Background: an optimization exercise with open tools, aiming at small area and a short achievable clock period. Do not read the settings as production practice.
In this exercise RTL edits were held to simulation tests only and were not proved equivalent to the original.
No activity file was given, so power comes from the tool's default toggle rates.

JK:
## issue_unit
module issue_unit #(
   parameter int MUL_LAT = 4,
   parameter int TAG_W   = 6,
   parameter int DATA_W  = 32
) (
   input  logic              clk,
   input  logic              reset,
   input  logic [5:0]        issueint_opcode,
   input  logic [TAG_W-1:0]  issueint_rdtag,
   input  logic [DATA_W-1:0] issueint_rsdata,
   input  logic [DATA_W-1:0] issueint_rtdata,
   input  logic              issueint_ready,
   output logic              issueint_done,
   input  logic [TAG_W-1:0]  issuemul_rdtag,
   input  logic [DATA_W-1:0] issuemul_rsdata,
   input  logic [DATA_W-1:0] issuemul_rtdata,
   input  logic              issuemul_ready,
   output logic              issuemul_done,
   output logic [TAG_W-1:0]  cdb_tag,
   output logic [DATA_W-1:0] cdb_data,
   output logic              cdb_valid
);
   logic              near_v;
   logic [TAG_W-1:0]  near_tag;
   logic [DATA_W-1:0] near_data;
   logic [DATA_W-1:0] alu_result;
   logic              cdb_v_q;
   logic [TAG_W-1:0]  cdb_tag_q;
   logic [DATA_W-1:0] cdb_data_q;
   logic [5:0]        op;
   logic              sel_add, sel_logic, sel_cmp;
   logic [DATA_W-1:0] a, b, bx, sum, logic_r;
   logic              cout, lt;
   assign op = issueint_opcode;
   assign a  = issueint_rsdata;
   assign b  = issueint_rtdata;
   assign sel_add   = (op[5:2] == 4'b1000) & ~(op[1] & op[0]);    
   assign sel_logic = (op[5:2] == 4'b1001);                       
   assign sel_cmp   = (op[5:1] == 5'b10101);                      
   assign bx = b ^ {DATA_W{op[1]}};
   logic [DATA_W-1:0] pg_g [0:5];
   logic [DATA_W-1:0] pg_p [0:5];
   logic [DATA_W:0]   carry;
   always_comb begin
      pg_g[0] = a & bx;
      pg_p[0] = a ^ bx;
      pg_g[0][0] = (a[0] & bx[0]) | ((a[0] ^ bx[0]) & op[1]);
      for (int l = 0; l < 5; l++) begin
         for (int i = 0; i < DATA_W; i++) begin
            if (i & (1 << l)) begin
               pg_g[l+1][i] = pg_g[l][i] | (pg_p[l][i] & pg_g[l][((i >> l) << l) - 1]);
               pg_p[l+1][i] = pg_p[l][i] & pg_p[l][((i >> l) << l) - 1];
            end else begin
               pg_g[l+1][i] = pg_g[l][i];
               pg_p[l+1][i] = pg_p[l][i];
            end
         end
      end
      carry[0] = op[1];
      for (int i = 0; i < DATA_W; i++) carry[i+1] = pg_g[5][i];
   end
   assign sum  = pg_p[0] ^ carry[DATA_W-1:0];
  ...
==> flow/config.mk <==
export PLATFORM = sky130hd
export DESIGN_NAME = issue_unit
export DESIGN_NICKNAME = issue_unit
export VERILOG_FILES = /design/flow/design.v
export SDC_FILE = /design/flow/constraint.sdc
export NUM_CORES = 4
export LEC_CHECK = 0
export ABC_CLOCK_PERIOD_IN_PS = 4000
export CAP_MARGIN = 20
export CORE_MARGIN = 2
export CORE_UTILIZATION = 40
export PLACE_DENSITY = 0.7
export SETUP_SLACK_MARGIN = 4.3
export SLEW_MARGIN = 20
export SYNTH_HIERARCHICAL = 1
==> flow/constraint.sdc <==
create_clock -name core_clock -period 8.0 [get_ports {clk}]
set_input_delay 1.6000 -clock core_clock [delete_from_list [all_inputs] [get_ports {clk}]]
set_output_delay 1.6000 -clock core_clock [all_outputs]
set_load 0.01 [all_outputs]
standard.sh (not shown) runs the stock make flow with config.mk's settings and CLKGATE_MAP_FILE= SYNTH_SCRIPT=/design/flow/synth_recipe.tcl, a recipe that flattens the netlist after the stock synthesis.
==> flow/flow/run.sh <==
#!/bin/bash
set -euo pipefail
export BUFFER_PORTS_ARGS="-buffer_cell sky130_fd_sc_hd__buf_1"
bash standard.sh > standard.log 2>&1
Changes in MS relative to JK:
diff --git a/flow/config.mk b/flow/config.mk
--- a/flow/config.mk
+++ b/flow/config.mk
@@ -10,5 +10,5 @@
 export CORE_MARGIN = 2
-export CORE_UTILIZATION = 40
+export CORE_UTILIZATION = 50
 export PLACE_DENSITY = 0.7
-export SETUP_SLACK_MARGIN = 4.3
+export SETUP_SLACK_MARGIN = 4.45
 export SLEW_MARGIN = 20
- Final cell count in MS is 66 lower than in JK
- Looking at portion of total power attributed to combinational logic, MS sits above JK.
- JK vs MS, master of the slowest instance on the critical path: and2_1 vs fa_2
- Final area (MS vs. JK) increases by a few percent
- reset as the origin of the worst setup path was reported by JK, and issueint_opcode[1] by MS.
Relative to MS, the following input files were edited for AL:
diff --git a/flow/config.mk b/flow/config.mk
--- a/flow/config.mk
+++ b/flow/config.mk
@@ -10,4 +10,3 @@
 export CORE_MARGIN = 2
-export CORE_UTILIZATION = 50
-export PLACE_DENSITY = 0.7
+export CORE_UTILIZATION = 40
 export SETUP_SLACK_MARGIN = 4.45
--- outcome ---
- Between MS and AL, quantity of gates resized following cts is higher for AL, MS comes in under that.
- Delta (AL minus MS): wire length went up; utilization now smaller.
- MS → AL: arrival time of the worst setup path up 0.03 ns, area growth from synthesis to final layout went up 0.25 points, non-clock buffer count saw an increase.
diff inputs: AL => TR
diff --git a/flow/config.mk b/flow/config.mk
--- a/flow/config.mk
+++ b/flow/config.mk
@@ -11,2 +11,4 @@
 export CORE_UTILIZATION = 40
+export CTS_CLUSTER_DIAMETER = 120
+export CTS_CLUSTER_SIZE = 22
 export SETUP_SLACK_MARGIN = 4.45
[summary]
In summary, TR completed successfully, with a layout that passed the timing, DRC and antenna checks. Critical-path cell with the highest stage delay = fa_2: AL; critical-path cell with the highest stage delay = nor3_4: TR. TR against AL: global-route track usage on met3 has remained practically unchanged; post-detailed-placement cell area has remained practically unchanged; utilization down 0.68 points; cell-internal power dropped about 9%; power dropped about 7%. [TR vs AL] power share of the combinational group: higher in TR. As of TR, final design area excluding fillers had fallen slightly compared to AL.

-- afterwards: timing with drivers on the ports --
How much do the figures lean on ideal ports? The routed layouts below were timed once more, with nothing changed but the port constraints.
Step 1 sets driving cells, clkbuf_16 on the clock port and buf_2 on the other inputs (assumed; they add their load-dependent delay and slew).
Step 2 adds t to the input delays and takes it off the output delays; t is the mean of the earliest and latest rising clock arrival at the registers after step 1. Input paths then give back, and output paths get back, about the clock's delay inside the block.
a / b / c = ideal ports / drivers / drivers and shift; a / b = the first two.
run	t, ns	setup WS [ns]	worst hold slack (ns)
JK	0.642	4.345 / 4.322 / 3.726	0.316 / 0.316 / 0.316
MS	0.618	4.352 / 4.326 / 3.708	0.320 / 0.320 / 0.320
AL	0.615	4.328 / 4.248 / 3.632	0.323 / 0.323 / 0.323
TR	0.564	4.260 / 4.206 / 3.643	0.322 / 0.322 / 0.322
After both steps every run listed still meets setup and hold. The setup slack of AL, which loses most, moves by -0.080 ns with the drivers and by -0.696 ns with both steps.
